This is an optimization exercise on Yosys and OpenROAD, whose aim is small area, a short achievable clock period and few clock cycles per item, not a production implementation.
RTL that was checked went through simulation tests only; none was proved equivalent to the original.
Only the layout flow was run in runs 2 to 5; the RTL was not checked for function there.
Power and IR drop assume default switching activity.

==> design/flow/design.v <==
`default_nettype none
package bubf_pkg;
    localparam int FUNC_W = 3;
    localparam int BYTE_W = 8;
    localparam int DIV_W  = 13;
    localparam int OUT_BITS = 2 * BYTE_W + DIV_W + 4;
    localparam int OUT_W    = ((OUT_BITS + 7) / 8) * 8;
    localparam logic [FUNC_W-1:0] FUNC_RD_DATA   = 3'd0;
    localparam logic [FUNC_W-1:0] FUNC_RD_STATUS = 3'd1;
    localparam logic [FUNC_W-1:0] FUNC_WR_DATA   = 3'd2;
    localparam logic [FUNC_W-1:0] FUNC_WR_CMD    = 3'd3;
    localparam logic [FUNC_W-1:0] FUNC_RX_BYTE   = 3'd4;
    localparam logic [FUNC_W-1:0] FUNC_TX_READY  = 3'd5;
    localparam logic [BYTE_W-1:0] ASCII_0 = 8'h30;
    localparam logic [BYTE_W-1:0] ASCII_9 = 8'h39;
    localparam logic [BYTE_W-1:0] STATUS_READY = 8'hFF;
    localparam int unsigned ClockHz = 20000000;
    localparam int unsigned Oversample = 16;
    localparam int unsigned DIV_300     = ClockHz / Oversample / 300 - 1;
    localparam int unsigned DIV_600     = ClockHz / Oversample / 600 - 1;
    localparam int unsigned DIV_1200    = ClockHz / Oversample / 1200 - 1;
    localparam int unsigned DIV_2400    = ClockHz / Oversample / 2400 - 1;
    localparam int unsigned DIV_4800    = ClockHz / Oversample / 4800 - 1;
    localparam int unsigned DIV_9600    = ClockHz / Oversample / 9600 - 1;
    localparam int unsigned DIV_19200   = ClockHz / Oversample / 19200 - 1;
    localparam int unsigned DIV_38400   = ClockHz / Oversample / 38400 - 1;
    localparam int unsigned DIV_125000  = ClockHz / Oversample / 125000 - 1;
    localparam int unsigned DIV_1250000 = ClockHz / Oversample / 1250000 - 1;
    localparam int unsigned DIV_250000  = ClockHz / Oversample / 250000 - 1;
    localparam logic [DIV_W-1:0] DIV_RESET = DIV_W'(DIV_250000);
    localparam logic [DIV_W-1:0] DIV_MAX   = DIV_W'(DIV_300);
    typedef struct packed {
        logic [FUNC_W-1:0] func;
        logic              hit;        
        logic              rx_avail;   
        logic              overflow;
        logic [DIV_W-1:0]  divisor;
    } s1_ctrl_t;
    function automatic logic [DIV_W-1:0] divisor_lookup(input logic [BYTE_W-1:0] b);
        logic [DIV_W-1:0] d;
        d = DIV_W'(DIV_38400);
        if (b >= ASCII_0 && b <= ASCII_9)
        begin
            case (4'(b - ASCII_0))
                4'd0:    d = DIV_W'(DIV_300);
                4'd1:    d = DIV_W'(DIV_600);
                4'd2:    d = DIV_W'(DIV_1200);
                4'd3:    d = DIV_W'(DIV_2400);
                4'd4:    d = DIV_W'(DIV_4800);
                4'd5:    d = DIV_W'(DIV_9600);
                4'd6:    d = DIV_W'(DIV_19200);
                4'd7:    d = DIV_W'(DIV_38400);
                4'd8:    d = DIV_W'(DIV_125000);
                4'd9:    d = DIV_W'(DIV_1250000);
                default: d = DIV_W'(DIV_38400);
            endcase
        end
        divisor_lookup = d;
    endfunction
endpackage
`default_nettype wire
`default_nettype none
module bubf_ring_ram (
    input  wire logic       clk,
    input  wire logic       rst_n,
    input  wire logic [3:0] ph,
    input  wire logic       push,
    input  wire logic       pop,
    input  wire logic       rd_sel,    
    input  wire logic [7:0] din,
    output logic      [7:0] dout,      
    output logic            nempty_n,  
    output logic            full_n     
);
    logic [3:0]   head_s, tail_s;
    logic [7:0]   cnt;
    logic         nempty_r, full_r, cnt_ge16, cnt_gt16;
    logic [15:0]  pend, hv, fire_r;
    logic [15:0]  hlt, lt, win;
    logic [15:0]  toh, hoh;
    logic [127:0] wbuf, hreg;
    logic [127:0] tap;
    logic [15:0]  cap, rdl, ld, fire_n;
    assign nempty_n = push || (pop ? (cnt != 8'd1) : nempty_r);
    assign full_n   = push ? (cnt == 8'd254) : (!pop && full_r);
    assign toh[0] = !lt[0];
    assign hoh[0] = !hlt[0];
    genvar k;
    generate
        for (k = 1; k < 16; k = k + 1)
        begin : g_toh
            assign toh[k] = lt[k-1] && !lt[k];
            assign hoh[k] = hlt[k-1] && !hlt[k];
        end
    endgenerate
    logic [7:0] h_at, w_at;
    logic       hv_at;
    always_comb
    begin
        h_at  = 8'h00;
        w_at  = 8'h00;
        hv_at = 1'b0;
        for (int i = 0; i < 16; i++)
        begin
            h_at  = h_at  | (hreg[i*8 +: 8] & {8{toh[i]}});
            w_at  = w_at  | (wbuf[i*8 +: 8] & {8{toh[i]}});
            hv_at = hv_at | (hv[i] & toh[i]);
        end
    end
    assign dout = (h_at & {8{rd_sel && hv_at}}) | (w_at & {8{rd_sel && !hv_at}});
    logic f0, f1, ne0, e0, e1, h_inc, t_inc;
    assign e0 = !ne0;
    assign h_inc = push && hoh[15];
    assign t_inc = pop && toh[15];
    always_ff @(posedge clk or negedge rst_n)
    begin
        if (!rst_n)
        begin
            f0 <= 1'b0;
            f1 <= 1'b0;
            ne0 <= 1'b0;
            e1  <= 1'b0;
        end
        else
        begin
            f0 <= h_inc ? f0 : f1;
            f1 <= h_inc ? f1 : (4'(ph + 4'd3) == head_s);
            ne0 <= t_inc ? ne0 : (4'(ph + 4'd1) != tail_s);
            e1  <= t_inc ? e1 : e0;
        end
    end
    genvar l;
    generate
        for (l = 0; l < 16; l = l + 1)
        begin : g_loop
            logic [127:0] sr;
            logic         cap_keep, cap_pop;
            assign fire_n[l] = ld[l] ? f0
                                     : (pend[l] && (hlt[l] ? f0 : f1));
            assign tap[l*8 +: 8] = fire_r[l] ? wbuf[l*8 +: 8] : sr[127:120];
            always_ff @(posedge clk)
            begin
                sr <= {sr[119:0], tap[l*8 +: 8]};
            end
            assign rdl[l]   = pop && toh[l];
            assign cap_keep = !hv[l] && win[l] && (lt[l] ? e1 : e0);
            assign cap_pop  = toh[l] ? (cnt_gt16 && e1) : cap_keep;
            assign cap[l]   = pop ? cap_pop : cap_keep;
            assign ld[l]    = push && hoh[l];
            always_ff @(posedge clk)
            begin
                if (ld[l])
                    wbuf[l*8 +: 8] <= din;
                if (cap[l])
                    hreg[l*8 +: 8] <= tap[l*8 +: 8];
                fire_r[l] <= fire_n[l];
            end
            always_ff @(posedge clk or negedge rst_n)
            begin
                if (!rst_n)
                begin
                    pend[l]   <= 1'b0;
                    hv[l]     <= 1'b0;
                    win[l]    <= 1'b0;
                end
                else
                begin
                    pend[l]   <= ld[l] || (pend[l] && !fire_r[l]);
                    hv[l]     <= cap[l] || (hv[l] && !rdl[l]);
                    if (ld[l] && !cnt_ge16)
                        win[l] <= 1'b1;
                    else if (rdl[l] && !cnt_gt16)
                        win[l] <= 1'b0;
                end
            end
        end
    endgenerate
    always_ff @(posedge clk or negedge rst_n)
    begin
        if (!rst_n)
        begin
            head_s   <= '0;
            tail_s   <= '0;
            cnt      <= '0;
            hlt      <= '0;
            lt       <= '0;
            nempty_r <= 1'b0;
            full_r   <= 1'b0;
            cnt_ge16 <= 1'b0;
            cnt_gt16 <= 1'b0;
        end
        else
        begin
            if (push)
            begin
                if (hoh[15])
                    head_s <= 4'(head_s + 4'd1);
                hlt      <= hoh[15] ? 16'h0000 : {hlt[14:0], 1'b1};
                cnt      <= cnt + 8'd1;
                nempty_r <= 1'b1;
                full_r   <= (cnt == 8'd254);
                cnt_ge16 <= (cnt > 8'd14);
                cnt_gt16 <= (cnt > 8'd15);
            end
            else if (pop)
            begin
                if (toh[15])
                    tail_s <= 4'(tail_s + 4'd1);
                lt       <= toh[15] ? 16'h0000 : {lt[14:0], 1'b1};
                cnt      <= cnt - 8'd1;
                nempty_r <= (cnt != 8'd1);
                full_r   <= 1'b0;
                cnt_ge16 <= (cnt > 8'd16);
                cnt_gt16 <= (cnt > 8'd17);
            end
        end
    end
endmodule
`default_nettype wire
`default_nettype none
module bus_uart_bridge_fifo_core #(
    parameter int RING_DEPTH = 256
) (
    input  wire logic        clk,
    input  wire logic        rst_n,
    input  wire logic        s_tvalid,
    output logic             s_tready,
    input  wire logic [7:0]  s_tdata,    
    input  wire logic [2:0]  s_tuser,    
    output logic             m_tvalid,
    input  wire logic        m_tready,
    output logic [bubf_pkg::OUT_W-1:0] m_tdata
);
    logic       in_v, sk_v;
    logic [2:0] sk_f;
    logic [7:0] in_d, sk_d;
    logic       rx_rd, rx_st, tx_rd, rx_wr, tx_wr, ovf, in_cmd, in_rel;
    logic       out_valid;
    logic [7:0] out_bus_data, out_tx_byte;
    logic       out_bus_drive, out_wait_release, out_tx_valid, out_overflow;
    logic [bubf_pkg::DIV_W-1:0] divisor_x;
    logic [3:0] ph;
    logic       adv, acc, ld_in;
    logic       rx_push, rx_pop, tx_push, tx_pop;
    logic       rx_nempty_n, rx_full_n, tx_nempty_n, tx_full_n;
    logic [7:0] rx_dout, tx_dout;
    logic       sk_v_o;
    assign s_tready = !sk_v_o;
    assign acc      = s_tvalid && !sk_v;
    assign adv      = !out_valid || m_tready;
    assign ld_in    = !in_v || adv;
    assign rx_pop  = adv && rx_rd;
    assign rx_push = adv && rx_wr;
    assign tx_pop  = adv && tx_rd;
    assign tx_push = adv && tx_wr;
    bubf_ring_ram u_rx_ram (
        .clk      (clk),
        .rst_n    (rst_n),
        .ph       (ph),
        .push     (rx_push),
        .pop      (rx_pop),
        .rd_sel   (rx_rd),
        .din      (in_d),
        .dout     (rx_dout),
        .nempty_n (rx_nempty_n),
        .full_n   (rx_full_n)
    );
    bubf_ring_ram u_tx_ram (
        .clk      (clk),
        .rst_n    (rst_n),
        .ph       (ph),
        .push     (tx_push),
        .pop      (tx_pop),
        .rd_sel   (tx_rd),
        .din      (in_d),
        .dout     (tx_dout),
        .nempty_n (tx_nempty_n),
        .full_n   (tx_full_n)
    );
    logic [7:0] bus_data_n;
    assign bus_data_n = rx_dout | {8{rx_st}};
    logic [2:0] f_sel;
    logic [7:0] d_sel;
    logic       new_v;
    assign f_sel = sk_v ? sk_f : s_tuser;
    assign d_sel = sk_v ? sk_d : s_tdata;
    assign new_v = sk_v || acc;
    logic in_st;
    always_ff @(posedge clk or negedge rst_n)
    begin
        if (!rst_n)
        begin
            rx_rd  <= 1'b0;
            rx_st  <= 1'b0;
            in_st  <= 1'b0;
            tx_rd  <= 1'b0;
            rx_wr  <= 1'b0;
            tx_wr  <= 1'b0;
            ovf    <= 1'b0;
            in_cmd <= 1'b0;
            in_rel <= 1'b0;
        end
        else if (ld_in)
        begin
            rx_rd  <= new_v && (f_sel == bubf_pkg::FUNC_RD_DATA)   && rx_nempty_n;
            rx_st  <= new_v && (f_sel == bubf_pkg::FUNC_RD_STATUS) && rx_nempty_n;
            in_st  <= new_v && (f_sel == bubf_pkg::FUNC_RD_STATUS);
            tx_rd  <= new_v && (f_sel == bubf_pkg::FUNC_TX_READY)  && tx_nempty_n;
            rx_wr  <= new_v && (f_sel == bubf_pkg::FUNC_RX_BYTE)   && !rx_full_n;
            tx_wr  <= new_v && (f_sel == bubf_pkg::FUNC_WR_DATA)   && !tx_full_n;
            ovf    <= new_v && (((f_sel == bubf_pkg::FUNC_RX_BYTE) && rx_full_n)
                                || ((f_sel == bubf_pkg::FUNC_WR_DATA) && tx_full_n));
            in_cmd <= new_v && (f_sel == bubf_pkg::FUNC_WR_CMD);
            in_rel <= new_v && (f_sel[2] == 1'b0);
        end
    end
    always_ff @(posedge clk or negedge rst_n)
    begin
        if (!rst_n)
        begin
            ph          <= '0;
            in_v        <= 1'b0;
            sk_v        <= 1'b0;
            sk_v_o      <= 1'b0;
            out_valid   <= 1'b0;
            divisor_x   <= '0;
        end
        else
        begin
            ph <= ph + 4'd1;
            if (ld_in)
            begin
                in_v <= new_v;
                sk_v <= 1'b0;
            end
            else if (acc)
            begin
                sk_v <= 1'b1;
            end
            if (ld_in)
                sk_v_o <= 1'b0;
            else if (s_tvalid && !sk_v_o)
                sk_v_o <= 1'b1;
            if (adv)
            begin
                out_valid <= in_v;
            end
            if (adv && in_cmd)
            begin
                divisor_x <= bubf_pkg::divisor_lookup(in_d) ^ 13'h0004;
            end
        end
    end
    always_ff @(posedge clk)
    begin
        if (ld_in)
        begin
            in_d <= d_sel;
        end
        if (acc)
        begin
            sk_f <= s_tuser;
            sk_d <= s_tdata;
        end
    end
    always_ff @(posedge clk or negedge rst_n)
    begin
        if (!rst_n)
        begin
            out_bus_data     <= '0;
            out_bus_drive    <= 1'b0;
            out_wait_release <= 1'b0;
            out_tx_byte      <= '0;
            out_tx_valid     <= 1'b0;
            out_overflow     <= 1'b0;
        end
        else if (adv)
        begin
            out_bus_data     <= bus_data_n;
            out_bus_drive    <= in_st || rx_rd;
            out_wait_release <= in_rel;
            out_tx_byte      <= tx_dout;
            out_tx_valid     <= tx_rd;
            out_overflow     <= ovf;
        end
    end
    assign m_tvalid = out_valid;
    assign m_tdata  = {
        (bubf_pkg::OUT_W - bubf_pkg::OUT_BITS)'(0),
        out_overflow, divisor_x ^ 13'h0004, out_tx_valid, out_tx_byte,
        out_wait_release, out_bus_drive, out_bus_data
    };
endmodule
`default_nettype wire
==> design/flow/flow/run.sh <==
#!/bin/bash
# Standard layout, with clock tree synthesis told to build larger sink
# clusters and to add no dummy loads, and the port buffers made buf_4.
set -euo pipefail
export CTS_ARGS="-sink_clustering_enable -repair_clock_nets -dont_use_dummy_load -sink_clustering_size 30 -sink_clustering_max_diameter 60"
export BUFFER_PORTS_ARGS="-buffer_cell sky130_fd_sc_hd__buf_4"
bash standard.sh finish > standard_flow.log 2>&1
==> design/flow/standard.sh <==
#!/bin/bash
# synth_recipe.tcl (not shown) runs the flow's synth.tcl, then flattens the netlist and writes it again
# the make line also repeats each setting of config.mk as NAME=value (left out here)
make -C /OpenROAD-flow-scripts/flow DESIGN_CONFIG=/design/flow/config.mk WORK_HOME=/design/flow/orfs CLKGATE_MAP_FILE= SYNTH_SCRIPT=/design/flow/synth_recipe.tcl "${@:-finish}"
==> design/flow/config.mk <==
export PLATFORM = sky130hd
export DESIGN_NAME = bus_uart_bridge_fifo_core
export DESIGN_NICKNAME = bus_uart_bridge_fifo_core
export VERILOG_FILES = /design/flow/design.v
export SDC_FILE = /design/flow/constraint.sdc
export NUM_CORES = 4
export LEC_CHECK = 0
export ABC_CLOCK_PERIOD_IN_PS = 2200
export CAP_MARGIN = 20
export CORE_MARGIN = 2
export CORE_UTILIZATION = 60
export PLACE_DENSITY = 0.7
export SETUP_SLACK_MARGIN = 2.4
export SLEW_MARGIN = 20
==> design/flow/constraint.sdc <==
create_clock -name core_clock -period 4.8 [get_ports {clk}]
set_input_delay 0.9600 -clock core_clock [delete_from_list [all_inputs] [get_ports {clk}]]
set_output_delay 0.9600 -clock core_clock [all_outputs]
set_load 0.01 [all_outputs]
==> run_results.csv, run 1 <==
group,metric,value,unit
flow_run,max_cap_violations,0,
floorplanning,dieArea,202000,um2
synthesis,synth_top_area_share,69.7,%
route,highest-signal-layer,"met5",
sta,finalCritPeriodShare,51.4,%
setup_path,slowest_stage,"dfrtp_2",
sta,fin_skew,0.0719,ns
floorplanning,io_pins,57,
setup_path,path_depth,1,
route,drc,0,
route,wl_per_cell,24.7,um
sta,slew_violations,0,
setup_path,reg2regPathDepth,6,
setup_path,cp_num_buf_inv,1,
synthesis,seq_area_frac_synth,88.5,%
route,drt_pre_antenna_iters,6,
layout,layout-drive-gt1-share,10.8,%
layout,syn_to_final_growth,7.85,%
synthesis,synth.area.top_cells,"dfxtp_1 (70%), edfxtp_1 (13%), dfrtp_1 (5.4%)",
cts,clk_path_buf_depth,3,
sta,hold_viol,0,
route,routed_via_density,5.18,
grt,antenna_found_initial,17,
setup_path,crit_chain,"buf_6",
placement,placedCellCount,9448,
cts,htreeDepth,4,
grt,grt_pass1_vias,49400,
synthesis,ys_types,74,
setup_path,cp-start-kind,"flop",
cts,cts.sinks,4928,
cts,cts-buffers-inserted,209,
setup_path,cp_max_fo,2,
cts,clock-root-buffer,"clkbuf_16",
grt,grt_start_max_net_pins,108,
placement,dp_hpwl,162000,um
layout,final_common_cell,"dfxtp_1",
layout,final_cell_count_no_fill,9698,
grt,track_usage,23.6,%
synthesis,async_flop_share,5.22,%
floorplanning,initial_utilization,60.3,%
route,routed_wl,239000,um
placement,numPortBuffers,49,
synthesis,synth_edf_count,531,
setup_path,crit_type,"flop to output pin",
setup_path,reg2reg_setup_slack,2.37,ns
sta,period_needed,2.47,ns
synthesis,synth_ff_type,"dfxtp_1",
floorplanning,dieHeight,449,um
sta,setup_violations,0,
synthesis,synth_cells,6931,
placement,place_congestion,1.01,
sta,slew_headroom,31.1,%
grt,grt-ovfl-total,0,
route,ant_nets,0,
synthesis,synth_warnings,2,
layout,final_net_count,7088,
sta,setup_tns,0,ns
grt,grt_first_pass_wirelength,342000,um
setup_path,cp_slowest_stage_delay,0.51,ns
cts,cts_tree,"done",
route,wl_met3,11200,um
synthesis,synth_seq_cells,4928,
setup_path,reg2reg_from,"u_rx_ram.lt[2]",
setup_path,worst_ep_arrival_time,1.51,ns
route,met1Wirelength,98400,um
min_path,hp-class,"input port to async pin",
status,status,"timing/DRC/antenna clean",
route,drt_iter0_drc,4306,
synthesis,synth.avg_cell_area,17.2,um2
floorplanning,die_w,449,um
sta,timing.fmax,405,MHz
power_and_ir_drop,p_leak,49.6,nW
cts,cts.clk_slew.worst_paths,0.10,ns
power_and_ir_drop,p_per_area,505,nW/um2
synthesis,synth_area,119000,um2
synthesis,synth.largest_area_cell,"dfxtp_1",
setup_path,rr_endpoint,"out_bus_data[7]",
cts,ctsHoldBuffers,0,
setup_path,critical_path_required,3.84,ns
cts,clk_latency,0.86,ns
floorplanning,core_area,197000,um2
setup_path,path_delay_family,"flip-flops",
setup_path,setup.worst_path.end_class,"output pin",
sta,rsz0062_at_grt,"true",
layout,final_cell_mix,"dfxtp_1 (4140), edfxtp_1 (531), mux2_2 (267), dfrtp_1 (229), clkbuf_16 (209)",
power_and_ir_drop,ir_worst_vdd,0.398,mV
route,vias,50300,
route,met2_wirelength,113000,um
sta,tightest_slew,1.03,ns
floorplanning,rows,163,
[cell usage after synthesis (19+ instances only)]
| cell type | n |
|---|---|
| o31ai_1 | 35 |
| dfrtp_1 | 257 |
| buf_2 | 47 |
| o21ai_0 | 158 |
| clkbuf_1 | 153 |
| and4_1 | 27 |
| ha_1 | 20 |
| nand3b_1 | 38 |
| nand4_1 | 25 |
| xor2_1 | 24 |
| xnor2_1 | 22 |
| mux2_2 | 267 |
| nand2_1 | 181 |
| nand3_1 | 68 |
| a31oi_1 | 56 |
| edfxtp_1 | 531 |
| o22ai_1 | 50 |
| and3b_1 | 19 |
| dfxtp_1 | 4140 |
| nor2b_1 | 48 |
| nor2_1 | 82 |
| a22o_1 | 68 |
| a22oi_1 | 168 |
| a21oi_1 | 43 |
| nand2b_1 | 40 |
| a221oi_1 | 24 |
| buf_4 | 24 |
| inv_1 | 75 |
| and3_1 | 35 |
[repair_timing]
item                       4_1_cts  5_1_grt
pin swaps                        4        1
resized for setup               90       32
setup endpoints to repair      416      149
cloned                           1        2
setup buffers                   21       10
hold endpoints to repair         0        0
[final cells by class]
| class | count | area (um2) |
|---|---|---|
| fillers | 13500 | 68800 |
| clock buffers | 209 | 5230 |
| flip-flops and latches | 4928 | 105000 |
| multi-input cells | 1695 | 12800 |
| repair buffers | 141 | 1270 |
| diodes | 7 | 17.5 |
| well taps | 2640 | 3300 |
| inverters | 78 | 308 |
[worst max-delay path by stage]
stage | slack, ns | start | endpoint
3_3_place_gp | 1.47 | m_tready | u_tx_ram.hreg[40]
6_report | 2.33 | out_tx_valid | m_tdata[18]
5_1_grt | 2.27 | out_tx_valid | m_tdata[18]
4_1_cts | 2.21 | out_tx_valid | m_tdata[18]
3_5_place_dp | 1.42 | m_tready | u_tx_ram.hreg[55]
2_1_floorplan | 2.25 | m_tready | u_tx_ram.hreg[40]
[power by group]
group	switching (mW)	total (mW)	internal [mW]
logic	1.79	2.67	0.882
clock network	11.2	19.0	7.77
registers	0.737	43.2	42.4
[layer usage]
layer | track usage (%) | vias up
li1 | - | 23400
met1 | 29.7 | 24700
met2 | 38.7 | 1564
met3 | 3.57 | 602
met4 | 14.2 | 6
met5 | 0 | -
[sequential cells by signal, summed over array words and instances (netlist names), 128 cells and up, named ones only]
signal and count:
u_tx_ram.g_loop.sr 2048, u_rx_ram.hreg 128, u_rx_ram.wbuf 128, u_rx_ram.g_loop.sr 2048, u_tx_ram.hreg 128, u_tx_ram.wbuf 128
[per-stage QoR]
step / setup WS (ns) / power (mW) / hold slack [ns] / area, um2 / util [%]
6_report: 2.33 / 64.8 / 0.226 / 128000 / 65.1
5_1_grt: 2.27 / 66.8 / 0.245 / 128000 / 65.1
4_1_cts: 2.21 / 65.2 / 0.189 / 128000 / 65.0
3_5_place_dp: 1.42 / 46.6 / 0.312 / 122000 / 62.0
3_3_place_gp: 1.47 / 46.5 / 0.310 / 122000 / 62.0
2_1_floorplan: 2.25 / 45.2 / 0.310 / 119000 / -
[logic make-up after synthesis]
family / synth area share [%]
flip-flops: 88.5
AO/OA/AOI/OAI: 4.30
AND/OR/NAND/NOR: 2.77
buffers and inverters: 1.16
multiplexers: 2.67
XOR/XNOR: 0.339
adder cells (fa/ha/maj): 0.211
other: 0.00315
Testbench counts, summed over its fixed seeds: cycles 48,016, items 48,000.
==> run 2: changes to the inputs <==
--- a/design/flow/design.v
+++ b/design/flow/design.v
@@ -83,13 +83,13 @@
     logic [15:0]  cap, rdl, ld, fire_n;
     assign nempty_n = push || (pop ? (cnt != 8'd1) : nempty_r);
     assign full_n   = push ? (cnt == 8'd254) : (!pop && full_r);
-    assign toh[0] = !lt[0];
+    logic [15:0] toh_x;
+    assign toh = toh_x ^ 16'h0001;
     assign hoh[0] = !hlt[0];
     genvar k;
     generate
         for (k = 1; k < 16; k = k + 1)
         begin : g_toh
-            assign toh[k] = lt[k-1] && !lt[k];
             assign hoh[k] = hlt[k-1] && !hlt[k];
         end
     endgenerate
@@ -184,6 +184,7 @@
             cnt      <= '0;
             hlt      <= '0;
             lt       <= '0;
+            toh_x    <= '0;
             nempty_r <= 1'b0;
             full_r   <= 1'b0;
             cnt_ge16 <= 1'b0;
@@ -207,6 +208,7 @@
                 if (toh[15])
                     tail_s <= 4'(tail_s + 4'd1);
                 lt       <= toh[15] ? 16'h0000 : {lt[14:0], 1'b1};
+                toh_x    <= {toh[14:0], toh[15]} ^ 16'h0001;
                 cnt      <= cnt - 8'd1;
                 nempty_r <= (cnt != 8'd1);
                 full_r   <= 1'b0;
==> run 2 against run 1 <==
Final cell count unchanged. Sequential power about the same. Synthesized cell count down 0.35%. First-iteration DRC count up 35%. Sequential share of layout area up 0.26 points. Via count up 1.8%. Non-clock buffer count up 5. Synthesized area up 0.27%. Cell area up 0.38%. Clock-buffer cell count up 3. Die area up 0.27%. Critical endpoint unchanged. Worst hold slack worse by 0.088 ns. Still clean.
==> run_results.csv, run 2 <==
group,metric,value,unit
power_and_ir_drop,p_leak,50.6,nW
route,drt_pre_antenna_iters,6,
floorplanning,initial_utilization,60.4,%
cts,cts-buffers-inserted,212,
cts,cts.sinks,4958,
route,vias,51200,
route,routed_wl,249000,um
sta,hold_viol,0,
synthesis,synth.area.top_cells,"dfxtp_1 (70%), edfxtp_1 (13%), dfrtp_1 (6.0%)",
cts,ctsHoldBuffers,0,
synthesis,synthMuxAreaShare,2.80,%
setup_path,reg2regPathDepth,5,
synthesis,synthTopCellsByCount,"dfxtp_1 (4140), edfxtp_1 (531), nand2_1 (304), dfrtp_1 (287), mux2_2 (268)",
synthesis,synth_seq_cells,4958,
sta,fin_skew,0.0979,ns
cts,htreeDepth,4,
sta,setup_violations,0,
power_and_ir_drop,p_per_area,500,nW/um2
route,met1Wirelength,125000,um
grt,antenna_found_initial,62,
layout,layout-drive-gt1-share,10.3,%
setup_path,critical_path_required,3.84,ns
setup_path,path_delay_family,"flip-flops",
power_and_ir_drop,p_total,64.3,mW
synthesis,synth.avg_cell_area,17.3,um2
floorplanning,io_pins,57,
setup_path,slowest_stage,"dfrtp_2",
synthesis,yosysMostFrequentCell,"dfxtp_1",
power_and_ir_drop,ir_worst_vdd,0.448,mV
grt,track_usage,24.3,%
cts,clk_path_buf_depth,3,
synthesis,synth_ff_type,"dfxtp_1",
grt,grt-ovfl-total,0,
route,met2_wirelength,96200,um
setup_path,cp-start-kind,"flop",
layout,nFillCells,13400,
setup_path,cp_max_fo,2,
sta,rsz0062_at_grt,"true",
sta,period_needed,2.44,ns
sta,slew_headroom,29.8,%
layout,final_common_cell,"dfxtp_1",
setup_path,worst_ep_arrival_time,1.48,ns
cts,clk_latency,0.88,ns
synthesis,synth_top_family_by_area,"compound AO/OA/AOI/OAI gates",
route,drt_iter0_drc,5807,
synthesis,async_flop_share,5.79,%
route,drc,0,
layout,syn_to_final_growth,7.97,%
synthesis,synth-compound-area-share,4.01,%
route,wl_met3,21000,um
route,ant_nets,0,
route,routed_via_density,5.28,
layout,top_regs,"u_rx_ram.g_loop.sr (2048), u_tx_ram.g_loop.sr (2048)",
floorplanning,core_area,197000,um2
floorplanning,die_w,450,um
setup_path,crit_chain,"buf_6",
cts,cts_tree,"done",
sta,setup_ws,2.36,ns
synthesis,synthAdderAreaFrac,0.210,%
min_path,hp-class,"input port to async pin",
sta,hold_slack,0.139,ns
sta,finalCritPeriodShare,50.9,%
sta,timing.fmax,410,MHz
floorplanning,rows,163,
placement,dp_hpwl,169000,um
setup_path,cp_slowest_stage_delay,0.50,ns
synthesis,synth_warnings,2,
synthesis,synth_top_area_share,69.5,%
layout,regArea,106000,um2
synthesis,seq_area_frac_synth,88.9,%
synthesis,synth_simple_gate_area_share,2.70,%
sta,slew_violations,0,
floorplanning,dieHeight,450,um
layout,final_util,65.2,%
cts,clock-root-buffer,"clkbuf_16",
setup_path,path_depth,1,
sta,tightest_slew,1.05,ns
setup_path,crit_type,"flop to output pin",
synthesis,synth-xor-area-share,0.338,%
grt,grt_pass1_vias,48000,
cts,cts.clk_slew.worst_paths,0.08,ns
placement,place_congestion,0.978,
layout,final_cell_mix,"dfxtp_1 (4140), edfxtp_1 (531), nand2_1 (294), dfrtp_1 (272), mux2_2 (268)",
setup_path,setup.worst_path.end_class,"output pin",
grt,grt_start_max_net_pins,91,
floorplanning,dieArea,202000,um2
route,highest-signal-layer,"met5",
flow_run,max_cap_violations,0,
layout,final_net_count,7081,
layout,multi_input_area,12500,um2
sta,setup_tns,0,ns
status,status,"timing/DRC/antenna clean",
synthesis,synth_edf_count,531,
synthesis,synth_area,119000,um2
setup_path,cp_num_buf_inv,1,
placement,numPortBuffers,49,
synthesis,synth.largest_area_cell,"dfxtp_1",
grt,grt_first_pass_wirelength,349000,um
route,wl_per_cell,25.6,um
synthesis,ys_types,63,
placement,place_ws,1.42,ns
synthesis,synth_cells,6907,
==> run 2: layout make-up <==
| type | instances | share of cell area, % |
|---|---|---|
| Antenna cell | 14 | 0.0272 |
| Clock buffer | 212 | 4.12 |
| Inverter | 62 | 0.188 |
| Multi-Input combinational cell | 1666 | 9.71 |
| Sequential cell | 4958 | 82.4 |
| Tap cell | 2640 | 2.57 |
| Timing Repair Buffer | 146 | 0.996 |
==> run 2: kinds of logic (layout without fill, tap and decap cells) <==
kind of cell,after synthesis,count (layout)
DFF,4958,4958
adders and majority gates,20,20
other,1,21
muxes,300,300
AOI/OAI and AO/OA,630,630
buffers and inverters,289,420
xor gates and xnor gates,46,46
and+or+nand+nor,663,663
==> run 2: per-stage QoR <==
stage,cell area [um2],instances
after floorplan,120000,6913
after global placement,123000,9449
after detailed placement,123000,9450
after CTS,129000,9681
after global routing,129000,9685
final,129000,9698
==> run 2: per-layer routing <==
| layer | up-vias | global-route usage, % |
|---|---|---|
| met5 | - | 0 |
| li1 | 23300 | - |
| met2 | 2019 | 32.1 |
| met1 | 25500 | 40.6 |
| met3 | 373 | 5.03 |
| met4 | 10 | 6.15 |
==> run 2: report_power, final <==
| group | leakage [nW] | internal (mW) | total, mW | switching (mW) |
|---|---|---|---|---|
| sequential | 42.3 | 42.6 | 43.2 | 0.586 |
| clock | 2.61 | 7.88 | 19.2 | 11.3 |
| combinational | 5.69 | 0.624 | 1.92 | 1.30 |
| total | 50.6 | 51.1 | 64.3 | 13.2 |
==> run 2: path summary, 6_finish.rpt <==
| path | endpoint | slack [ns] | from |
|---|---|---|---|
| setup reg to reg | out_tx_byte[1] | 2.38 | u_tx_ram.toh_x[9] |
| max in group asynchronous | out_tx_byte[5] | 3.49 | rst_n |
| setup / recovery | m_tdata[18] | 2.36 | out_tx_valid |
| hold reg to reg | u_tx_ram.g_loop[3].sr[122] | 0.28 | u_tx_ram.g_loop[3].sr[114] |
| min in group core_clock | u_tx_ram.g_loop[3].sr[122] | 0.28 | u_tx_ram.g_loop[3].sr[114] |
| hold / removal | in_v | 0.14 | rst_n |
==> run 2: repair_timing <==
item,4_1_cts,5_1_grt
pin swaps,4,0
resized for setup,53,19
endpoints found under the setup margin,208,187
buffers inserted,19,3
==> run 3: changes to the inputs <==
==> design/flow/config.mk (replaced) <==
export PLATFORM = sky130hd
export DESIGN_NAME = bus_uart_bridge_fifo_core
export DESIGN_NICKNAME = bus_uart_bridge_fifo_core
export VERILOG_FILES = /design/flow/design.v
export SDC_FILE = /design/flow/constraint.sdc
export NUM_CORES = 4
export LEC_CHECK = 0
export CAP_MARGIN = 20
export CORE_MARGIN = 2
export CORE_UTILIZATION = 45
export PLACE_DENSITY = 0.55
export SETUP_SLACK_MARGIN = 2.4
export SLEW_MARGIN = 20
==> run 3 against run 2 <==
Still clean. Via count down 0.72%. First-iteration DRC count down 12%. Final cell count up 9.5%. Clock skew down 0.00084 ns. Sequential power about the same. Global-route usage down 5.8 points. Critical path type unchanged.
==> run_results.csv, run 3 <==
group,metric,value,unit
setup_path,setup.worst_path.end_class,"output pin",
setup_path,reg2regPathDepth,6,
layout,syn_to_final_growth,9.69,%
sta,hold_viol,0,
layout,nFillCells,21800,
layout,final_common_cell,"dfxtp_1",
grt,track_usage,18.6,%
setup_path,slowest_stage,"dfrtp_2",
cts,htreeDepth,4,
cts,cts-buffers-inserted,243,
cts,clk_latency,0.93,ns
min_path,hp-class,"input port to flop",
synthesis,synth.avg_cell_area,17.3,um2
setup_path,crit_chain,"buf_6",
sta,slew_violations,0,
placement,dp_hpwl,174000,um
cts,clk_path_buf_depth,4,
sta,setup_violations,0,
synthesis,synth.largest_area_cell,"dfxtp_1",
setup_path,crit_type,"flop to output pin",
synthesis,synthTopCellsByCount,"dfxtp_1 (4140), edfxtp_1 (531), nand2_1 (304), dfrtp_1 (287), mux2_2 (268)",
floorplanning,rows,188,
synthesis,yosysMostFrequentCell,"dfxtp_1",
floorplanning,io_pins,57,
sta,period_needed,2.53,ns
setup_path,cp_max_fo,2,
route,ant_nets,0,
setup_path,reg2reg_setup_slack,2.37,ns
grt,grt_first_pass_wirelength,356000,um
min_path,hold_end,"sk_d[0]",
route,vias,50800,
placement,numPortBuffers,49,
floorplanning,initial_utilization,45.3,%
power_and_ir_drop,p_leak,51.0,nW
cts,cts.sinks,4958,
sta,timing.fmax,395,MHz
route,wl_per_cell,24.1,um
synthesis,synth_ff_type,"dfxtp_1",
floorplanning,die_w,519,um
status,status,"timing/DRC/antenna clean",
floorplanning,core_area,263000,um2
route,drt_iter0_drc,5114,
layout,final_net_count,7118,
min_path,hold_depth,1,
layout,layout-drive-gt1-share,11.1,%
placement,place_congestion,0.954,
layout,final_cell_mix,"dfxtp_1 (4140), edfxtp_1 (531), nand2_1 (293), mux2_2 (268), dfrtp_1 (263)",
setup_path,cp_slowest_stage_delay,0.51,ns
setup_path,reg2reg_from,"u_rx_ram.toh_x[15]",
grt,grt_start_max_net_pins,105,
setup_path,critical_path_required,3.84,ns
floorplanning,dieHeight,519,um
power_and_ir_drop,p_total,65.9,mW
synthesis,synth_seq_cells,4958,
synthesis,ys_types,63,
flow_run,max_cap_violations,0,
setup_path,worst_ep_arrival_time,1.57,ns
sta,setup_tns,0,ns
synthesis,synth_cells,6907,
synthesis,synth_warnings,2,
synthesis,async_flop_share,5.79,%
cts,cts_tree,"done",
grt,grt-ovfl-total,0,
floorplanning,dieArea,269000,um2
route,drt_pre_antenna_iters,6,
cts,clock-root-buffer,"clkbuf_16",
power_and_ir_drop,p_per_area,504,nW/um2
synthesis,seq_area_frac_synth,88.9,%
setup_path,cp-start-kind,"flop",
synthesis,synth_top_area_share,69.5,%
grt,grt_pass1_vias,47200,
sta,slew_headroom,21.2,%
power_and_ir_drop,ir_worst_vdd,0.404,mV
setup_path,rr_endpoint,"out_bus_data[7]",
sta,rsz0062_at_grt,"true",
synthesis,synth.area.top_cells,"dfxtp_1 (70%), edfxtp_1 (13%), dfrtp_1 (6.0%)",
synthesis,synth_edf_count,531,
setup_path,cp_num_buf_inv,1,
setup_path,path_delay_family,"flip-flops",
route,drc,0,
synthesis,synth_area,119000,um2
grt,antenna_found_initial,63,
route,routed_wl,256000,um
sta,fin_skew,0.0971,ns
sta,tightest_slew,1.18,ns
route,routed_via_density,4.79,
sta,finalCritPeriodShare,52.7,%
min_path,holdCritStartpoint,"s_tdata[0]",
layout,top_regs,"u_rx_ram.g_loop.sr (2048), u_tx_ram.g_loop.sr (2048)",
cts,cts.clk_slew.worst_paths,0.09,ns
## run 3: timing repair
| action | CTS | global route |
|---|---|---|
| setup endpoints to repair | 472 | 105 |
| pin swaps | 5 | 3 |
| cloned | 2 | 0 |
| hold buffers | 1 | 0 |
| gates resized for setup | 91 | 16 |
| setup buffers | 18 | 9 |
| endpoints found under the hold margin | 14 | 0 |
## run 3: cell families after synthesis
| family | synth area share [%] |
|---|---|
| AO/OA/AOI/OAI | 4.01 |
| XOR/XNOR | 0.338 |
| adder cells (fa/ha/maj) | 0.210 |
| buffers and inverters | 1.00 |
| flip-flops | 88.9 |
| multiplexers | 2.80 |
| other | 0.00315 |
| AND/OR/NAND/NOR | 2.70 |
## run 3: cell type report
cell class / instances / area [um2] / share of cell area [%]
Sequential cell: 4958 / 106000 / 81.1
Multi-Input combinational cell: 1668 / 12600 / 9.62
Clock buffer: 243 / 6080 / 4.65
Tap cell: 3515 / 4400 / 3.36
Timing Repair Buffer: 150 / 1350 / 1.03
Inverter: 62 / 249 / 0.190
Antenna cell: 20 / 50.0 / 0.0383
## run 3: layer usage
layer | routed length [um] | up-vias | track usage (%)
met2 | 98000 | 1745 | 24.5
li1 | - | 23400 | -
met4 | 5660 | 0 | 4.21
met3 | 21900 | 352 | 4.36
met5 | 0 | - | 0
met1 | 130000 | 25300 | 30.3
## run 3: worst max path at each step
stage,from,end,cells past startpoint
after floorplan,m_tready,u_tx_ram.hreg[48],6
after global placement,m_tready,u_rx_ram.hreg[92],6
after detailed placement,m_tready,u_rx_ram.wbuf[56],5
after CTS,out_tx_valid,m_tdata[18],1
after global routing,out_tx_valid,m_tdata[18],1
final,out_tx_valid,m_tdata[18],1
## run 3: per-stage QoR
stage	cells	hold WS, ns	cell area (um2)	util (%)	setup slack [ns]
after CTS	10600	0.167	131000	49.7	2.17
after floorplan	6913	0.310	120000	-	2.40
after detailed placement	10300	0.312	124000	47.1	1.49
after global routing	10600	0.174	131000	49.7	2.20
final	10600	0.242	131000	49.7	2.27
after global placement	10300	0.309	124000	47.1	1.50
## run 3: where the power goes
group / switching [mW] / internal (mW)
combinational: 1.21 / 0.605
sequential: 0.725 / 42.6
clock: 11.7 / 8.98
total: 13.7 / 52.2
==> run 4: changes to the inputs <==
--- a/design/flow/config.mk
+++ b/design/flow/config.mk
@@ -7,7 +7,7 @@
 export LEC_CHECK = 0
 export CAP_MARGIN = 20
 export CORE_MARGIN = 2
-export CORE_UTILIZATION = 45
-export PLACE_DENSITY = 0.55
+export CORE_UTILIZATION = 52
+export PLACE_DENSITY = 0.62
 export SETUP_SLACK_MARGIN = 2.4
 export SLEW_MARGIN = 20
==> run 4 against run 3 <==
Still clean. Maximum frequency up 1.6%. Die area down 13%. Synthesized area unchanged. Non-clock buffer count down 2. Synthesized cell count unchanged. Worst hold slack worse by 0.11 ns. Sequential cell count unchanged. First-iteration DRC count up 5.1%. Global-route usage up 2.0 points. Largest cell class unchanged. Largest power group unchanged.
==> run_results.csv, run 4 <==
group,metric,value,unit
sta,period_needed,2.49,ns
synthesis,async_flop_share,5.79,%
layout,top_regs,"u_rx_ram.g_loop.sr (2048), u_tx_ram.g_loop.sr (2048)",
cts,cts.sinks,4958,
cts,clk_latency,0.89,ns
setup_path,rr_endpoint,"out_bus_data[0]",
setup_path,crit_chain,"buf_6",
synthesis,synth.area.top_cells,"dfxtp_1 (70%), edfxtp_1 (13%), dfrtp_1 (6.0%)",
synthesis,synth_area,119000,um2
cts,cts.clk_slew.worst_paths,0.10,ns
placement,place_congestion,0.956,
setup_path,path_delay_family,"flip-flops",
setup_path,cp_slowest_stage_delay,0.51,ns
layout,syn_to_final_growth,8.59,%
sta,timing.fmax,402,MHz
floorplanning,die_w,483,um
grt,grt_start_max_net_pins,86,
route,ant_nets,0,
cts,cts-buffers-inserted,214,
power_and_ir_drop,ir_worst_vdd,0.368,mV
route,routed_via_density,5.03,
flow_run,max_cap_violations,0,
cts,ctsHoldBuffers,0,
cts,clk_path_buf_depth,3,
status,status,"timing/DRC/antenna clean",
setup_path,reg2reg_from,"u_rx_ram.toh_x[1]",
floorplanning,core_area,228000,um2
synthesis,seq_area_frac_synth,88.9,%
route,vias,50700,
route,drt_iter0_drc,5375,
layout,final_common_cell,"dfxtp_1",
setup_path,reg2reg_setup_slack,2.40,ns
floorplanning,dieHeight,483,um
sta,finalCritPeriodShare,51.8,%
route,routed_wl,244000,um
synthesis,synth_ff_type,"dfxtp_1",
synthesis,synth.largest_area_cell,"dfxtp_1",
power_and_ir_drop,p_leak,50.7,nW
setup_path,slowest_stage,"dfrtp_2",
placement,dp_hpwl,166000,um
synthesis,synth_top_area_share,69.5,%
synthesis,synth_warnings,2,
synthesis,ys_types,63,
placement,placedCellCount,9816,
setup_path,cp-start-kind,"flop",
floorplanning,rows,175,
synthesis,yosysMostFrequentCell,"dfxtp_1",
synthesis,synth.avg_cell_area,17.3,um2
cts,cts_tree,"done",
setup_path,reg2regPathDepth,5,
route,drt_pre_antenna_iters,5,
grt,track_usage,20.6,%
synthesis,synthTopCellsByCount,"dfxtp_1 (4140), edfxtp_1 (531), nand2_1 (304), dfrtp_1 (287), mux2_2 (268)",
floorplanning,io_pins,57,
synthesis,synth_seq_cells,4958,
layout,final_cell_count_no_fill,10100,
synthesis,synth_cells,6907,
sta,fin_skew,0.0836,ns
floorplanning,initial_utilization,52.3,%
cts,htreeDepth,4,
sta,slew_violations,0,
setup_path,crit_type,"flop to output pin",
sta,rsz0062_at_grt,"true",
layout,layout-drive-gt1-share,10.7,%
grt,grt_pass1_vias,46700,
route,drc,0,
power_and_ir_drop,p_total,64.4,mW
grt,grt-ovfl-total,0,
layout,final_net_count,7087,
grt,antenna_found_initial,62,
setup_path,worst_ep_arrival_time,1.53,ns
setup_path,cp_num_buf_inv,1,
setup_path,setup.worst_path.end_class,"output pin",
sta,setup_tns,0,ns
power_and_ir_drop,p_per_area,497,nW/um2
min_path,hp-class,"input port to async pin",
setup_path,cp_max_fo,2,
floorplanning,dieArea,233000,um2
layout,final_cell_mix,"dfxtp_1 (4140), edfxtp_1 (531), nand2_1 (292), mux2_2 (268), dfrtp_1 (266)",
route,wl_per_cell,24.2,um
sta,setup_violations,0,
placement,numPortBuffers,49,
grt,grt_first_pass_wirelength,340000,um
sta,slew_headroom,26.3,%
setup_path,critical_path_required,3.84,ns
sta,hold_viol,0,
cts,clock-root-buffer,"clkbuf_16",
synthesis,synth_edf_count,531,
sta,tightest_slew,1.11,ns
-- run 4: worst register-to-register path: stages, from the launching register on --
cell and delay (ns):
dfrtp_1 0.62, buf_4 0.33, a221oi_1 0.65, and4_1 0.33, nor3_2 0.04, o32a_1 0.33
-- run 4: report_power, final --
group          leakage (nW)  total, mW  switching [mW]  internal, mW
registers              42.3       43.4           0.725          42.6
logic                  5.75       1.76            1.17         0.586
clock network          2.64       19.3            11.3          7.95
-- run 4: logic make-up (layout without fill, tap and decap cells) --
family                   count (synthesis)  count (layout)  synth area share, %
AO/OA/AOI/OAI                          630             630                 4.01
XOR/XNOR                                46              46                0.338
adder cells (fa/ha/maj)                 20              20                0.210
buffers and inverters                  289             424                 1.00
flip-flops                            4958            4958                 88.9
multiplexers                           300             300                 2.80
other                                    1              28              0.00315
AND/OR/NAND/NOR                        663             665                 2.70
-- run 4: how the worst max path moves through the flow --
stage / startpoint / endpoint / slack (ns) / cells past startpoint
2_1_floorplan: m_tready / u_tx_ram.hreg[48] / 2.40 / 6
3_3_place_gp: m_tready / u_tx_ram.hreg[1] / 1.65 / 5
3_5_place_dp: m_tready / u_rx_ram.head_s[3] / 1.58 / 9
4_1_cts: out_tx_valid / m_tdata[18] / 2.23 / 1
5_1_grt: out_tx_valid / m_tdata[18] / 2.25 / 1
6_report: out_tx_valid / m_tdata[18] / 2.31 / 1
-- run 4: metrics by stage --
stage | setup WS [ns] | hold WS (ns) | instance area, um2 | util (%)
after CTS | 2.23 | 0.122 | 129000 | 56.7
after floorplan | 2.40 | 0.310 | 120000 | -
after global placement | 1.65 | 0.309 | 123000 | 54.2
after detailed placement | 1.58 | 0.312 | 123000 | 54.2
after global routing | 2.25 | 0.140 | 129000 | 56.8
final | 2.31 | 0.132 | 129000 | 56.8
-- run 4: timing repair --
item                                    CTS  global route
endpoints found under the setup margin  352           241
pin swaps                                 4             2
cloned                                    1             2
buffers inserted                         15            11
gates resized for setup                  74            24
-- run 4: layer usage --
layer,track usage [%],part of all wire (%),up-vias
met2,26.7,38,1901
met3,5.08,8.9,318
met1,34.1,51,25200
met5,0,0.040,-
met4,4.63,2.0,8
li1,-,-,23300
-- run 4: final cells by class --
cell class	instances	area (um2)
diodes	21	52.6
clock buffers	214	5360
fillers	17400	98300
inverters	62	253
multi-input cells	1668	12600
flip-flops and latches	4958	106000
well taps	3009	3760
repair buffers	148	1380
==> run 5: changes to the inputs <==
--- a/design/flow/design.v
+++ b/design/flow/design.v
@@ -237,7 +237,7 @@
     logic [2:0] sk_f;
     logic [7:0] in_d, sk_d;
     logic       rx_rd, rx_st, tx_rd, rx_wr, tx_wr, ovf, in_cmd, in_rel;
-    logic       out_valid;
+    logic       out_valid, out_valid_o;
     logic [7:0] out_bus_data, out_tx_byte;
     logic       out_bus_drive, out_wait_release, out_tx_valid, out_overflow;
     logic [bubf_pkg::DIV_W-1:0] divisor_x;
@@ -325,6 +325,7 @@
             sk_v        <= 1'b0;
             sk_v_o      <= 1'b0;
             out_valid   <= 1'b0;
+            out_valid_o <= 1'b0;
             divisor_x   <= '0;
         end
         else
@@ -347,6 +348,10 @@
             begin
                 out_valid <= in_v;
             end
+            if (!out_valid_o || m_tready)
+            begin
+                out_valid_o <= in_v;
+            end
             if (adv && in_cmd)
             begin
                 divisor_x <= bubf_pkg::divisor_lookup(in_d) ^ 13'h0004;
@@ -386,7 +391,7 @@
             out_overflow     <= ovf;
         end
     end
-    assign m_tvalid = out_valid;
+    assign m_tvalid = out_valid_o;
     assign m_tdata  = {
         (bubf_pkg::OUT_W - bubf_pkg::OUT_BITS)'(0),
         out_overflow, divisor_x ^ 13'h0004, out_tx_valid, out_tx_byte,
==> run 5 against run 4 <==
Still clean. Via count down 0.70%. Utilization decreased by 0.054 points. Critical path depth stayed put. Clock power is essentially flat. Sequential cell count rose by 1. Synthesized area hardly changed. Clock skew decreased by 0.0015 ns. Critical path type unchanged. Largest cell class unchanged.
==> run_results.csv, run 5 <==
group,metric,value,unit
grt,antenna_found_initial,57,
layout,top_regs,"u_rx_ram.g_loop.sr (2048), u_tx_ram.g_loop.sr (2048)",
sta,slew_violations,0,
cts,htreeDepth,4,
placement,place_ws,1.43,ns
sta,period_needed,2.46,ns
synthesis,synth_top_area_share,69.5,%
sta,hold_slack,0.136,ns
synthesis,synth_warnings,2,
synthesis,ys_types,62,
sta,timing.fmax,407,MHz
route,drt_iter0_drc,5082,
setup_path,cp-endpoint,"m_tdata[18]",
route,routed_wl,241000,um
synthesis,synth.avg_cell_area,17.2,um2
min_path,hp-class,"input port to async pin",
setup_path,cp_max_fo,2,
setup_path,reg2reg_setup_slack,2.36,ns
placement,dp_hpwl,165000,um
synthesis,synth.largest_area_cell,"dfxtp_1",
layout,syn_to_final_growth,8.45,%
synthesis,async_flop_share,5.81,%
setup_path,crit_chain,"buf_6",
route,wl_per_cell,23.9,um
setup_path,rr_endpoint,"out_tx_byte[4]",
layout,design_area,129000,um2
setup_path,critical_path_required,3.84,ns
placement,place_congestion,0.930,
floorplanning,rows,175,
setup_path,crit_type,"flop to output pin",
sta,setup_ws,2.34,ns
floorplanning,io_pins,57,
floorplanning,die_w,483,um
sta,rsz0062_at_grt,"true",
layout,nFillCells,17400,
synthesis,synth_ff_type,"dfxtp_1",
status,status,"timing/DRC/antenna clean",
sta,fin_skew,0.0821,ns
setup_path,reg2regPathDepth,6,
layout,layout-drive-gt1-share,10.3,%
sta,finalCritPeriodShare,51.2,%
layout,final_util,56.8,%
setup_path,cp_slowest_stage_delay,0.51,ns
setup_path,worst_ep_arrival_time,1.50,ns
synthesis,synthTopCellsByCount,"dfxtp_1 (4140), edfxtp_1 (531), nand2_1 (306), dfrtp_1 (288), mux2_2 (265)",
setup_path,cp-start-kind,"flop",
cts,cts_tree,"done",
flow_run,max_cap_violations,0,
floorplanning,dieArea,233000,um2
route,drt_pre_antenna_iters,6,
setup_path,slowest_stage,"dfrtp_2",
sta,hold_viol,0,
synthesis,yosysMostFrequentCell,"dfxtp_1",
route,drc,0,
cts,cts.sinks,4959,
power_and_ir_drop,p_leak,50.8,nW
setup_path,cp-startpoint,"out_tx_valid",
grt,grt_pass1_vias,46800,
placement,numPortBuffers,49,
route,routed_via_density,4.99,
setup_path,setup.worst_path.end_class,"output pin",
grt,grt_first_pass_wirelength,337000,um
synthesis,synth_seq_cells,4959,
sta,tightest_slew,1.05,ns
floorplanning,initial_utilization,52.4,%
route,ant_nets,0,
floorplanning,dieHeight,483,um
cts,cts.clk_slew.worst_paths,0.10,ns
synthesis,synth_edf_count,531,
sta,setup_violations,0,
synthesis,synth_area,119000,um2
sta,setup_tns,0,ns
synthesis,synth.area.top_cells,"dfxtp_1 (70%), edfxtp_1 (13%), dfrtp_1 (6.0%)",
cts,clk_path_buf_depth,3,
cts,cts-buffers-inserted,218,
cts,clk_latency,0.87,ns
grt,grt-ovfl-total,0,
cts,clock-root-buffer,"clkbuf_16",
placement,placed_area,123000,um2
power_and_ir_drop,ir_worst_vdd,0.452,mV
synthesis,synth_cells,6920,
cts,ctsHoldBuffers,0,
layout,final_common_cell,"dfxtp_1",
synthesis,seq_area_frac_synth,88.9,%
setup_path,path_depth,1,
floorplanning,core_area,228000,um2
setup_path,reg2reg_from,"u_tx_ram.toh_x[6]",
sta,slew_headroom,30.0,%
grt,grt_start_max_net_pins,83,
route,vias,50400,
setup_path,path_delay_family,"flip-flops",
setup_path,cp_num_buf_inv,1,
grt,track_usage,20.4,%
layout,final_cell_mix,"dfxtp_1 (4140), edfxtp_1 (531), nand2_1 (304), dfrtp_1 (269), mux2_2 (265)",
power_and_ir_drop,p_per_area,498,nW/um2
layout,final_net_count,7095,
[run 5: cell families (layout without fill, tap and decap cells)]
group	Yosys count	count (layout)	share of synthesized area, %
flops	4959	4959	88.9
mux	301	301	2.81
fa+ha+maj	20	20	0.210
buf+inv	290	422	1.00
other cells	1	27	0.00315
xor+xnor	46	46	0.338
simple gates	667	667	2.71
compound gates	636	636	4.00
[run 5: cell type report]
cell class              instances  area (um2)  area share, %
flip-flops and latches       4959      106000           82.0
multi-input cells            1677       12500           9.66
clock buffers                 218        5460           4.22
well taps                    3009        3760           2.91
repair buffers                141        1250          0.971
inverters                      63         241          0.187
diodes                         20        50.0         0.0387
[run 5: repair_timing]
action | in CTS | in global routing
cloned | 0 | 0
setup buffers | 13 | 4
pin swaps | 3 | 1
gates resized for setup | 67 | 22
setup endpoints to repair | 333 | 132
[run 5: report_power, final]
| part | total, mW | leakage, nW | switching, mW | internal [mW] |
|---|---|---|---|---|
| logic | 1.71 | 5.79 | 1.15 | 0.562 |
| registers | 43.2 | 42.3 | 0.584 | 42.6 |
| clock network | 19.5 | 2.69 | 11.4 | 8.08 |
[run 5: worst min-delay path by stage]
stage                                from  cells past startpoint                     endpoint
6_report                            rst_n                      1              u_rx_ram.cnt[5]
5_1_grt                             rst_n                      1              u_rx_ram.cnt[5]
4_1_cts                             rst_n                      1              u_rx_ram.cnt[7]
3_5_place_dp   u_rx_ram.g_loop[10].sr[98]                      0  u_rx_ram.g_loop[10].sr[106]
3_3_place_gp    u_tx_ram.g_loop[0].sr[36]                      0    u_tx_ram.g_loop[0].sr[44]
2_1_floorplan   u_rx_ram.g_loop[0].sr[92]                      0   u_rx_ram.g_loop[0].sr[100]
[run 5: metrics by stage]
stage,total power [mW],instances
after CTS,64.9,10100
after global placement,45.7,9830
after global routing,66.5,10100
after detailed placement,45.7,9832
after floorplan,44.8,6926
final,64.3,10100
[run 5: metal layers]
metal | vias up | GRT usage [%] | part of all wire, %
met5 | - | 0 | 0.038
met4 | 14 | 4.76 | 2.3
met3 | 323 | 4.98 | 8.3
met2 | 1723 | 26.9 | 38
met1 | 25000 | 33.4 | 51
li1 | 23300 | - | -
==> run 6: changes to the inputs <==
--- a/design/flow/design.v
+++ b/design/flow/design.v
@@ -83,13 +83,13 @@
     logic [15:0]  cap, rdl, ld, fire_n;
     assign nempty_n = push || (pop ? (cnt != 8'd1) : nempty_r);
     assign full_n   = push ? (cnt == 8'd254) : (!pop && full_r);
-    logic [15:0] toh_x;
-    assign toh = toh_x ^ 16'h0001;
+    assign toh[0] = !lt[0];
     assign hoh[0] = !hlt[0];
     genvar k;
     generate
         for (k = 1; k < 16; k = k + 1)
         begin : g_toh
+            assign toh[k] = lt[k-1] && !lt[k];
             assign hoh[k] = hlt[k-1] && !hlt[k];
         end
     endgenerate
@@ -184,7 +184,6 @@
             cnt      <= '0;
             hlt      <= '0;
             lt       <= '0;
-            toh_x    <= '0;
             nempty_r <= 1'b0;
             full_r   <= 1'b0;
             cnt_ge16 <= 1'b0;
@@ -208,7 +207,6 @@
                 if (toh[15])
                     tail_s <= 4'(tail_s + 4'd1);
                 lt       <= toh[15] ? 16'h0000 : {lt[14:0], 1'b1};
-                toh_x    <= {toh[14:0], toh[15]} ^ 16'h0001;
                 cnt      <= cnt - 8'd1;
                 nempty_r <= (cnt != 8'd1);
                 full_r   <= 1'b0;
@@ -237,7 +235,7 @@
     logic [2:0] sk_f;
     logic [7:0] in_d, sk_d;
     logic       rx_rd, rx_st, tx_rd, rx_wr, tx_wr, ovf, in_cmd, in_rel;
-    logic       out_valid, out_valid_o;
+    logic       out_valid;
     logic [7:0] out_bus_data, out_tx_byte;
     logic       out_bus_drive, out_wait_release, out_tx_valid, out_overflow;
     logic [bubf_pkg::DIV_W-1:0] divisor_x;
@@ -325,7 +323,6 @@
             sk_v        <= 1'b0;
             sk_v_o      <= 1'b0;
             out_valid   <= 1'b0;
-            out_valid_o <= 1'b0;
             divisor_x   <= '0;
         end
         else
@@ -348,10 +345,6 @@
             begin
                 out_valid <= in_v;
             end
-            if (!out_valid_o || m_tready)
-            begin
-                out_valid_o <= in_v;
-            end
             if (adv && in_cmd)
             begin
                 divisor_x <= bubf_pkg::divisor_lookup(in_d) ^ 13'h0004;
@@ -391,7 +384,7 @@
             out_overflow     <= ovf;
         end
     end
-    assign m_tvalid = out_valid_o;
+    assign m_tvalid = out_valid;
     assign m_tdata  = {
         (bubf_pkg::OUT_W - bubf_pkg::OUT_BITS)'(0),
         out_overflow, divisor_x ^ 13'h0004, out_tx_valid, out_tx_byte,
==> run 6 against run 5 <==
Critical path depth is the same. Sequential share of layout area shrank 0.28 points. Sequential power is essentially flat. Global-route usage is essentially flat. Clock-buffer cell count shrank 6. Cell area shrank 0.37%. Power grew 0.83%. Worst hold slack lost 0.019 ns. First-iteration DRC count shrank 28%. Non-clock buffer count grew 7. Die area shrank 0.30%. Clock skew shrank 0.0025 ns.
==> run_results.csv, run 6 <==
group,metric,value,unit
floorplanning,die_w,482,um
cts,cts.sinks,4928,
layout,syn_to_final_growth,8.38,%
placement,placed_area,123000,um2
min_path,hp-class,"input port to async pin",
synthesis,synth.avg_cell_area,17.2,um2
synthesis,seq_area_frac_synth,88.5,%
sta,rsz0062_at_grt,"true",
power_and_ir_drop,p_clk_share,29.4,%
synthesis,synth_edf_count,531,
route,drc,0,
grt,grt-ovfl-total,0,
floorplanning,io_pins,57,
sta,tightest_slew,1.21,ns
power_and_ir_drop,p_sw,13.7,mW
synthesis,synth.largest_area_cell,"dfxtp_1",
sta,setup_violations,0,
synthesis,yosysMostFrequentCell,"dfxtp_1",
cts,clk_latency,0.87,ns
route,drt_iter0_drc,3652,
sta,fin_skew,0.0796,ns
grt,antenna_found_initial,13,
setup_path,slowest_stage,"dfrtp_2",
sta,slew_violations,0,
cts,htreeDepth,4,
setup_path,cp_num_buf_inv,1,
layout,final_cell_mix,"dfxtp_1 (4140), edfxtp_1 (531), mux2_2 (267), dfrtp_1 (222), clkbuf_16 (212)",
synthesis,ys_types,74,
floorplanning,core_area,227000,um2
setup_path,setup.worst_path.end_class,"output pin",
synthesis,synth_area,119000,um2
power_and_ir_drop,ir_worst_vdd,0.399,mV
cts,ctsHoldBuffers,0,
layout,final_cell_count_no_fill,10100,
setup_path,cp_slowest_stage_delay,0.47,ns
placement,numPortBuffers,49,
layout,design_area,129000,um2
setup_path,crit_type,"flop to output pin",
setup_path,crit_chain,"buf_6",
grt,grt_first_pass_wirelength,340000,um
sta,timing.fmax,408,MHz
grt,track_usage,20.4,%
synthesis,synth_top_area_share,69.7,%
cts,cts_tree,"done",
power_and_ir_drop,netSwitchingFraction,21.1,%
layout,final_net_count,7096,
grt,grt_pass1_vias,48600,
setup_path,cp-start-kind,"flop",
setup_path,worst_ep_arrival_time,1.49,ns
cts,cts-buffers-inserted,212,
placement,place_congestion,1.00,
sta,setup_tns,0,ns
cts,clk_path_buf_depth,3,
power_and_ir_drop,p_per_area,504,nW/um2
route,ant_nets,0,
floorplanning,dieHeight,482,um
layout,final_common_cell,"dfxtp_1",
grt,grt_start_max_net_pins,96,
route,vias,50400,
placement,dp_hpwl,163000,um
floorplanning,initial_utilization,52.3,%
sta,period_needed,2.45,ns
synthesis,synth_warnings,2,
flow_run,max_cap_violations,0,
sta,hold_slack,0.117,ns
route,drt_pre_antenna_iters,7,
floorplanning,dieArea,232000,um2
cts,cts.clk_slew.worst_paths,0.10,ns
power_and_ir_drop,power_frac_seq,66.6,%
layout,top_regs,"u_rx_ram.g_loop.sr (2048), u_tx_ram.g_loop.sr (2048)",
cts,clock-root-buffer,"clkbuf_16",
route,routed_via_density,5.00,
sta,slew_headroom,19.5,%
synthesis,async_flop_share,5.22,%
layout,layout-drive-gt1-share,11.0,%
status,status,"timing/DRC/antenna clean",
power_and_ir_drop,p_leak,49.7,nW
power_and_ir_drop,intPower,51.2,mW
synthesis,synth_cells,6931,
synthesis,synthTopCellsByCount,"dfxtp_1 (4140), edfxtp_1 (531), mux2_2 (267), dfrtp_1 (257), nand2_1 (181)",
synthesis,synth_seq_cells,4928,
sta,finalCritPeriodShare,51.1,%
route,wl_per_cell,23.7,um
floorplanning,rows,175,
route,routed_wl,239000,um
power_and_ir_drop,p_comb_share,4.0,%
power_and_ir_drop,p_total,64.9,mW
sta,hold_viol,0,
setup_path,critical_path_required,3.84,ns
placement,placedCellCount,9819,
setup_path,path_delay_family,"flip-flops",
synthesis,synth.area.top_cells,"dfxtp_1 (70%), edfxtp_1 (13%), dfrtp_1 (5.4%)",
setup_path,cp_max_fo,5,
synthesis,synth_ff_type,"dfxtp_1",
==> run 6: routing by layer <==
metal / part of all wire, % / global-route usage (%) / wire length (um) / vias up
met3: 4.3 / 3.05 / 10300 / 546
li1: - / - / - / 23400
met4: 6.6 / 11.5 / 15700 / 2
met2: 47 / 33.9 / 113000 / 1451
met1: 42 / 25.6 / 99700 / 25000
met5: 0.0059 / 0 / 14 / -
==> run 6: path summary, 6_finish.rpt <==
check,from,end,slack [ns],cells after the start
worst max-delay path,out_valid,m_tvalid,2.35,1
worst min-delay path,rst_n,divisor_x[0],0.12,1
worst max register to register,u_rx_ram.lt[0],out_bus_data[0],2.35,6
worst min register to register,u_rx_ram.g_loop[14].sr[104],u_rx_ram.g_loop[14].sr[112],0.24,0
max in group asynchronous,rst_n,u_tx_ram.lt[8],3.50,2
min in group core_clock,u_rx_ram.g_loop[14].sr[104],u_rx_ram.g_loop[14].sr[112],0.24,0
==> run 6: kinds of logic (layout without fill, tap and decap cells) <==
family | count (synthesis) | after routing | synth area share, %
compound gates | 724 | 724 | 4.30
mux | 284 | 284 | 2.67
flops | 4928 | 4928 | 88.5
buf+inv | 317 | 438 | 1.16
fa+ha+maj | 20 | 20 | 0.211
simple gates | 611 | 612 | 2.77
xor+xnor | 46 | 46 | 0.339
other cells | 1 | 9 | 0.00315
==> run 6: area by class of cell <==
type,instances,area [um2]
flip-flops and latches,4928,105000
fillers,17500,98400
multi-input cells,1693,12800
clock buffers,212,5310
well taps,3009,3760
repair buffers,148,1340
inverters,78,305
diodes,2,5.00
==> run 6: repair_timing <==
| item | 4_1_cts | 5_1_grt |
|---|---|---|
| pin swaps | 5 | 2 |
| endpoints found under the setup margin | 513 | 251 |
| setup buffers | 27 | 9 |
| resized for setup | 100 | 41 |
| cloned | 1 | 0 |
==> run 6: power by group through the flow <==
stage	Combinational [mW]	Sequential [mW]	Clock, mW
final	2.61	43.2	19.1
after global routing	2.73	43.3	21.1
after CTS	2.56	43.2	19.7
after detailed placement	2.45	44.1	0
after global placement	2.45	44.1	0
after floorplan	1.55	43.6	0
==> run 6: per-stage QoR <==
step,worst slack [ns],utilization [%]
after floorplan,2.25,-
after global placement,1.48,54.0
after detailed placement,1.47,54.0
after CTS,2.25,56.6
after global routing,2.26,56.7
final,2.35,56.7
Testbench counts of run 6, summed over its fixed seeds: cycles 48,016, items 48,000.

-- port drivers added, routing unchanged --
In the flow no input, the clock included, has a driving cell. The finished layouts below were timed again as built, in two steps. Step 1 (the two cells are an assumption about what drives the block):
set clk [get_ports {clk}]
set_driving_cell -lib_cell sky130_fd_sc_hd__clkbuf_16 $clk
set_driving_cell -lib_cell sky130_fd_sc_hd__buf_2 [delete_from_list [all_inputs] $clk]
Step 2 times the ports against the registers' clock, not the clock port: input delays grow and output delays shrink by t, the midpoint of the rising clock arrivals with the driver on. Slacks: ideal / step 1 / step 2; pairs: ideal / step 1.
run | shift t [ns] | setup WS [ns] | worst setup path after step 2 | worst slew at a driven data input, ns
run 1 | 0.914 | 2.332 / 2.244 / 1.678 | input to register | 0.08
run 2 | 0.912 | 2.359 / 2.275 / 1.689 | input to register | 0.07
run 3 | 0.981 | 2.270 / 2.181 / 1.747 | input to register | 0.19
run 4 | 0.924 | 2.311 / 2.228 / 1.696 | input to register | 0.12
run 5 | 0.917 | 2.340 / 2.252 / 1.680 | input to register | 0.13
run 6 | 0.920 | 2.348 / 2.257 / 1.786 | input to register | 0.10
After both steps every run listed still meets setup and hold. For run 2, which loses most, drivers alone change the setup slack by -0.084 ns; drivers and shift together by -0.670 ns.
